What follows belongs to an exercise in optimizing a design on an open flow for small area, a short achievable clock period and few clock cycles per item; a production flow would make more cautious choices.
The RTL of this run was laid out without a check of its function.

--- constraint.sdc ---
create_clock -name core_clock -period 7.0 [get_ports {clock}]
set_input_delay 1.4000 -clock core_clock [delete_from_list [all_inputs] [get_ports {clock}]]
set_output_delay 1.4000 -clock core_clock [all_outputs]
set_load 0.01 [all_outputs]
--- run.sh ---
#!/bin/bash
# synth_recipe.tcl (not shown) runs the flow's synth.tcl, then flattens the netlist and writes it again
# the make line also repeats each setting of config.mk as NAME=value (left out here)
make -C /OpenROAD-flow-scripts/flow DESIGN_CONFIG=/design/flow/config.mk WORK_HOME=/design/flow/orfs CLKGATE_MAP_FILE= SYNTH_SCRIPT=/design/flow/synth_recipe.tcl finish
--- config.mk ---
export PLATFORM = sky130hd
export DESIGN_NAME = pwm_frame_parser
export DESIGN_NICKNAME = pwm_frame_parser
export VERILOG_FILES = /design/flow/design.v
export SDC_FILE = /design/flow/constraint.sdc
export NUM_CORES = 4
export LEC_CHECK = 0
export ABC_CLOCK_PERIOD_IN_PS = 2500
export CAP_MARGIN = 20
export CORE_MARGIN = 2
export CORE_UTILIZATION = 40
export SETUP_SLACK_MARGIN = 4.2
export SLEW_MARGIN = 20
--- design.v ---
`timescale 1ns / 1ps
package pfp_pkg;
   localparam int CHANNEL_COUNT = 8;
   localparam int FRAME_BYTES   = 21;
   localparam logic [7:0] SOF_A     = 8'hAA;
   localparam logic [7:0] SOF_B     = 8'h55;
   localparam logic [7:0] HEADER_ID = 8'h01;
   localparam logic [7:0] LEN_BYTE  = 8'h10;
   localparam logic [7:0] HDR_SUM   = 8'h10;
   localparam int          DUTY_S     = 18;
   localparam logic [33:0] DUTY_K     = 34'd1717987;
   localparam logic [33:0] DUTY_C_POS = 34'h20001FD9A;
   localparam logic [33:0] DUTY_C_NEG = 34'h20001FF35;
   localparam logic [15:0] DUTY_MAX   = 16'h7FFF;
endpackage
`timescale 1ns / 1ps
module pfp_front (
   input  logic                 clock,
   input  logic                 reset,
   input  logic                 in_v,
   input  logic [7:0]           in_b,
   input  logic                 in_be,
   output logic                 hit,
   output logic                 wr,
   output logic [4:0]           fill,
   output logic [4:0]           fill_n,
   output logic [15:0][7:0]     win
);
   logic [15:0]       tag;
   logic [7:0]        tsum;      
   logic [3:0]        pf;        
   logic              full;
   logic              restart;
   assign full    = fill[4] & fill[2];    
   assign hit     = in_v && full && tag[0] && (tsum == in_b);
   assign restart = hit || in_be;
   assign wr      = in_v && !restart && (fill >= 5'd4);
   always_comb begin
      if (reset || (in_v && restart)) fill_n = '0;
      else if (in_v && !full)         fill_n = fill + 1'b1;
      else                            fill_n = fill;
   end
   always_ff @(posedge clock) fill <= fill_n;
   always_ff @(posedge clock) begin
      if (reset) begin
         tsum <= pfp_pkg::HDR_SUM;
         pf   <= '0;
      end else if (in_v) begin
         if (restart) begin
            tsum <= pfp_pkg::HDR_SUM;
            pf   <= '0;
         end else begin
            if (wr) tsum <= tsum + in_b - (full ? win[0] : 8'd0);
            pf[0] <= (in_b == pfp_pkg::SOF_A);
            pf[1] <= pf[0] && (in_b == pfp_pkg::SOF_B);
            pf[2] <= pf[1] && (in_b == pfp_pkg::HEADER_ID);
            pf[3] <= pf[2] && (in_b == pfp_pkg::LEN_BYTE);
         end
      end
   end
   always_ff @(posedge clock) begin
      if (wr) begin
         win <= {in_b, win[15:1]};
         tag <= {pf[3], tag[15:1]};
      end
   end
endmodule
`timescale 1ns / 1ps
module pfp_queue (
   input  logic                 clock,
   input  logic                 reset,
   input  logic                 hit,
   input  logic                 wr,
   input  logic                 take,
   input  logic [15:0][7:0]     win,
   output logic                 pend,
   output logic [3:0]           rd_pos,
   output logic                 pend_n,
   output logic [3:0]           rd_pos_n,
   output logic [15:0]          rd_raw
);
   logic       read;
   logic [2:0] rd_ch;
   assign read = take && pend;
   always_comb begin
      if (reset)                          pend_n = 1'b0;
      else if (hit)                       pend_n = 1'b1;
      else if (read && rd_ch == 3'd7)     pend_n = 1'b0;
      else                                pend_n = pend;
      if (hit) rd_pos_n = '0;
      else     rd_pos_n = rd_pos + (read ? 4'd2 : 4'd0) - (wr ? 4'd1 : 4'd0);
   end
   always_ff @(posedge clock) begin
      pend   <= pend_n;
      rd_pos <= rd_pos_n;
      if (hit)       rd_ch <= '0;
      else if (read) rd_ch <= rd_ch + 1'b1;
   end
   logic [16:0][7:0] winx;
   assign winx = {8'd0, win};
   assign rd_raw = {winx[rd_pos], winx[5'(rd_pos) + 5'd1]};
endmodule
`timescale 1ns / 1ps
module pfp_back (
   input  logic                 clock,
   input  logic                 reset,
   input  logic                 pend,
   input  logic [15:0]          rd_raw,
   output logic                 take,
   output logic                 rsp_valid,
   input  logic                 rsp_ready,
   output logic [35:0]          rsp_data
);
   logic        adv;
   logic        a_v;
   logic [15:0] a_raw;
   logic        a_neg;
   logic        a_sat;
   logic        o_v;
   logic [2:0]  o_ch;
   logic        o_last;
   logic [15:0] o_raw;
   logic [15:0] o_duty;
   logic [33:0] prod;
   logic [33:0] r;
   logic [33:0] rn;
   logic [15:0] duty;
   logic        sent;
   assign adv  = !o_v || rsp_ready;
   assign take = !a_v || adv;
   assign sent = o_v && rsp_ready;
   always_ff @(posedge clock) begin
      if (reset) begin
         a_v    <= 1'b0;
         o_v    <= 1'b0;
         o_ch   <= '0;
         o_last <= 1'b0;
      end else begin
         if (take) a_v <= pend;
         if (adv)  o_v <= a_v;
         if (sent) begin
            o_ch   <= o_ch + 1'b1;
            o_last <= (o_ch == 3'd6);
         end
      end
   end
   always_comb begin
      r    = {20'd0, a_raw[13:0]};
      rn   = {20'd0, ~a_raw[13:0]};
      prod = (r << 21) + (r << 17) + (r << 14) + (r << 2)
           + (rn << 19) + (rn << 11) + (rn << 8) + (rn << 5) + rn
           + (a_neg ? 34'h3FDC1C856 : 34'h3FDC1C6BB);
      duty = a_sat ? pfp_pkg::DUTY_MAX : prod[pfp_pkg::DUTY_S +: 16];
   end
   always_ff @(posedge clock) begin
      if (take) begin
         a_raw <= rd_raw;
         a_neg <= (rd_raw < 16'd5000);
         a_sat <= (rd_raw >= 16'd10000);
      end
      if (adv) begin
         o_raw  <= a_raw;
         o_duty <= duty;
      end
   end
   assign rsp_valid = o_v;
   assign rsp_data  = {o_ch, o_raw, o_duty, o_last};
endmodule
`timescale 1ns / 1ps
module pwm_frame_parser (
   input  logic             clock,
   input  logic             reset,
   input  logic             req_valid,
   output logic             req_ready,
   input  logic [8:0]       req_data,
   output logic             rsp_valid,
   input  logic             rsp_ready,
   output logic [35:0]      rsp_data
);
   logic             in_v;
   logic [7:0]       in_b;
   logic             in_be;
   logic             hit;
   logic             wr;
   logic [4:0]       fill;
   logic [15:0][7:0] win;
   logic             take;
   logic             pend;
   logic [3:0]       rd_pos;
   logic [15:0]      rd_raw;
   always_ff @(posedge clock) begin
      in_v  <= in_v_n;
      in_b  <= req_data[8:1];
      in_be <= req_data[0];
   end
   logic             in_v_n;
   logic             pend_n;
   logic [4:0]       fill_n;
   logic [3:0]       rd_pos_n;
   logic             rr_n;
   assign in_v_n = !reset && req_valid && req_ready;
   assign rr_n   = !pend_n || (fill_n + 5'(in_v_n) < 5'd4)
                || (rd_pos_n > 4'(in_v_n && (fill_n >= 5'd4)));
   always_ff @(posedge clock) begin
      req_ready <= reset || rr_n;
   end
   pfp_front u_front (
      .clock (clock),
      .reset (reset),
      .in_v  (in_v),
      .in_b  (in_b),
      .in_be (in_be),
      .hit   (hit),
      .wr    (wr),
      .fill  (fill),
      .fill_n (fill_n),
      .win   (win)
   );
   pfp_queue u_queue (
      .clock  (clock),
      .reset  (reset),
      .hit    (hit),
      .wr     (wr),
      .take   (take),
      .win    (win),
      .pend   (pend),
      .rd_pos (rd_pos),
      .pend_n (pend_n),
      .rd_pos_n (rd_pos_n),
      .rd_raw (rd_raw)
   );
   pfp_back u_back (
      .clock     (clock),
      .reset     (reset),
      .pend      (pend),
      .rd_raw    (rd_raw),
      .take      (take),
      .rsp_valid (rsp_valid),
      .rsp_ready (rsp_ready),
      .rsp_data  (rsp_data)
   );
endmodule
==> summary.txt <==
## worst reg2reg max path: stages (launching register included)
cell	delay (ns)
edfxtp_1	0.43
buf_6	0.15
fa_1	0.49
fa_1	0.52
inv_2	0.04
fa_1	0.55
inv_2	0.05
ha_4	0.28
nand2_4	0.05
o211ai_1	0.29
a311oi_2	0.09
o41ai_4	0.49
a21boi_2	0.15
o311ai_1	0.28
a21o_1	0.16
## worst paths after layout
check	startpoint	to	slack (ns)
max	u_back.a_raw[0]$_DFFE_PN_	u_back.o_duty[13]$_SDFFCE_PP1P_	2.84
min	u_back.a_raw[15]$_DFFE_PN_	u_back.o_raw[15]$_DFFE_PP_	0.42
min reg2reg	u_back.a_raw[15]$_DFFE_PN_	u_back.o_raw[15]$_DFFE_PP_	0.42
max reg2reg	u_back.a_raw[0]$_DFFE_PN_	u_back.o_duty[13]$_SDFFCE_PP1P_	2.84
## cells by family (layout without fill, tap and decap cells)
logic type	Yosys count	count (layout)	synth area share [%]
DFF	236	236	48.2
buffers and inverters	198	354	5.62
adders and majority gates	168	168	19.3
and+or+nand+nor	160	161	5.50
AOI/OAI and AO/OA	144	144	6.75
muxes	83	83	12.5
xor gates and xnor gates	34	34	2.15
## through the flow
stage | instances | instance area (µm²) | hold WS (ns) | setup WS [ns]
after floorplan | 1023 | 14200 | 0.400 | 2.30
after global placement | 1501 | 15100 | 0.401 | 2.29
after detailed placement | 1501 | 15100 | 0.405 | 2.16
after CTS | 1615 | 16900 | 0.418 | 2.84
after global routing | 1635 | 17300 | 0.430 | 2.70
final | 1635 | 17300 | 0.417 | 2.84
## area by class of cell
| class | count | share of cell area, % |
|---|---|---|
| Clock buffer | 36 | 4.50 |
| Clock inverter | 14 | 1.25 |
| Inverter | 164 | 3.69 |
| Multi-Input combinational cell | 590 | 40.3 |
| Sequential cell | 236 | 38.8 |
| Tap cell | 455 | 3.28 |
| Timing Repair Buffer | 140 | 8.26 |
## state kept, by name, indices dropped and copies added, names as in the netlist
signal          count
u_back.o_duty      16
u_queue.rd_ch       3
u_back.o_v          1
u_back.a_v          1
u_front.tsum        8
u_back.o_last       1
u_back.o_ch         3
in_v                1
u_back.a_neg        1
u_queue.rd_pos      4
in_be               1
u_back.a_raw       16
u_front.win       128
u_front.pf          4
u_queue.pend        1
in_b                8
u_front.fill        5
u_back.a_sat        1
req_ready           1
u_front.tag        16
u_back.o_raw       16
## layer usage
layer  vias up  GRT usage [%]  part of all wire [%]
met5         -              0                     0
met4         0           7.60                   4.1
met3        64           2.34                   4.0
met2       216           29.5                    49
met1      4337           22.9                    43
li1       3988              -                     -
## layout by cell type, fill, tap and decap left out, types with 22 or more instances in the layout
| master | instances |
|---|---|
| edfxtp_1 | 194 |
| fa_1 | 73 |
| inv_1 | 141 |
| buf_4 | 69 |
| ha_1 | 74 |
| nand2_1 | 42 |
| clkbuf_16 | 31 |
| dfxtp_1 | 22 |
| mux4_2 | 72 |
| nor2_1 | 38 |
| a21oi_1 | 31 |
| dlygate4sd2_1 | 29 |
## cell usage after synthesis, types with 5 or more instances
| master | number |
|---|---|
| a22o_1 | 6 |
| nor2b_1 | 7 |
| mux4_2 | 72 |
| o21ai_0 | 17 |
| o211ai_1 | 6 |
| and3_1 | 9 |
| mux2i_1 | 11 |
| nor3_1 | 9 |
| nand4_1 | 13 |
| inv_1 | 164 |
| dfxtp_1 | 42 |
| ha_1 | 92 |
| nand2_1 | 47 |
| a31oi_1 | 6 |
| edfxtp_1 | 194 |
| nand3_1 | 13 |
| a21oi_1 | 48 |
| a21o_1 | 14 |
| xor2_1 | 9 |
| xnor2_1 | 25 |
| fa_1 | 76 |
| o21a_1 | 7 |
| nor2_1 | 41 |
| nor4_1 | 9 |
| a211oi_1 | 5 |
| clkbuf_1 | 19 |
| buf_2 | 10 |
| o21bai_1 | 5 |
## what timing repair did
action | in CTS | in global routing
endpoints found under the hold margin | 0 | 0
resized for setup | 109 | 59
cloned | 5 | 3
setup buffers | 59 | 17
setup endpoints to repair | 145 | 117
pin swaps | 30 | 30
==> qor.yml <==
route:
  vias: 8605
  vias_per_cell: 5.26
  drt-initial-drc-count: 491
  wirelength_um: 31600
  post-route-drc-count: 0
  detail_route.wl_per_cell_um: 19.3
  ant_nets: 0
  first_pass_iters: 5
placement:
  dpl.hpwl_um: 20800
  io_buffers: 50
  gp_congestion: 0.875
synth:
  yosysSeqAreaShare_pct: 48.2
  yosys_warnings: 4
  synth_top_area_share_pct: 42.1
  ys_top_cells_by_area: "edfxtp_1 42%, mux4_2 12%, fa_1 11%, ha_1 8.3%, dfxtp_1 6.1%"
  synth_top_area_cell: "edfxtp_1"
  syn_nets: 1204
  ys_ff_latch: 236
  synth.avg_cell_area_um2: 13.5
  ys_types: 55
  synth_edf_count: 194
  synth_ff_type: "edfxtp_1"
  netlist_instances: 1023
  syn_area_mm2: 0.0138
  synth-async-reset-ratio_pct: 0
die:
  fp.dieH_um: 190
  core_area_mm2: 0.0343
  dieArea_mm2: 0.0361
  initial_core_util_pct: 40.4
  pin_count: 51
  die_w_um: 190
  placementRows: 68
worst_setup_path:
  worstPathRequired_ns: 7.41
  crit_chain: "buf_6 -> fa_1 -> fa_1 -> inv_2 -> fa_1 -> inv_2 -> ha_4 -> nand2_4 -> o211ai_1 -> a311oi_2 -> o41ai_4 -> a21boi_2 -> o311ai_1 -> a21o_1"
  cpMaxStageDelayCell: "fa_1"
  crit_path_end_kind: "flop"
  worstSetupStartpointType: "flop"
  worstSetupPathDepth: 14
  critPathMaxFanout: 3
  reg2reg_depth: 14
  path_class: "reg2reg"
  crit_family: "adder cells"
  cp_data_arrival_time_ns: 4.57
  max_stage_delay_ns: 0.55
  crit_buf_inv: 3
  crit_top_cell: "fa_1"
finish:
  seq_area_mm2: 0.00672
  finalCoreUtilization_pct: 50.6
  fillers: 2878
  n_antenna_cell: 0
  drive_above_1_share_pct: 28.9
  multi_input_area_mm2: 0.00698
  flow.area_growth_from_synthesis_pct: 25.3
  fin_nets: 1340
cts:
  cts_buffer_depth: 3
  cts_inserted_buffers: 27
  cts_root_buf: "clkbuf_16"
  cts.sinks: 236
  postCtsHoldBufs: 0
  tritoncts: "yes"
  clock_latency_ns: 0.56
  htree_levels: 1
  cts.reportedPaths.clkPinSlew_ns: 0.06
sta:
  max_freq_mhz: 240
  relSlewSlack_pct: 35.9
  worst_slew_pin_slew_ns: 0.954
  fin_skew_ns: 0.0191
  finalCriticalPeriod_ns: 4.16
  fin_setup_tns_ns: 0
  final_hold_viol_count: 0
  setup_viol: 0
  fin_crit_sh_pct: 59.4
  grt_setup_unrepaired: "yes"
  slew_viol_final: 0
global_routing:
  grt_pass1_vias: 8872
  grt_pass1_wl_um: 49300
  grt_max_degree: 83
  gr-total-overflow: 0
  antenna_found_initial: 0
  grtUsageTotal_pct: 17.6
hold_path:
  holdPathStages: 0
  hp-class: "reg2reg"
run:
  timing.max_cap.violations: 0
outcome:
  outcome: "complete, no violations"

==> re-timing with driven ports <==
How much do the figures lean on ideal ports? The routed layout below was timed once more, with nothing changed but the port constraints. Step 1, drivers: a clkbuf_16 drives clock and a buf_2 each remaining input, both assumed. Step 2 adds t to the input delays and takes it off the output delays; t is the mean of the earliest and latest rising clock arrival at the registers after step 1. Input paths then give back, and output paths get back, about the clock's delay inside the block. Three values: ideal, step 1, step 2; two values: the first two.
t (ns): 0.597
slack for setup (ns): 2.840 / 2.840 / 2.840
worst hold slack (ns): 0.417 / 0.417 / 0.417
worst register clock-pin slew, ns: 0.06 / 0.06
pins driven straight from the clock port: 1
After both steps this run still meets setup and hold. For this run, drivers alone change the setup slack by 0.000 ns; drivers and shift together by 0.000 ns.
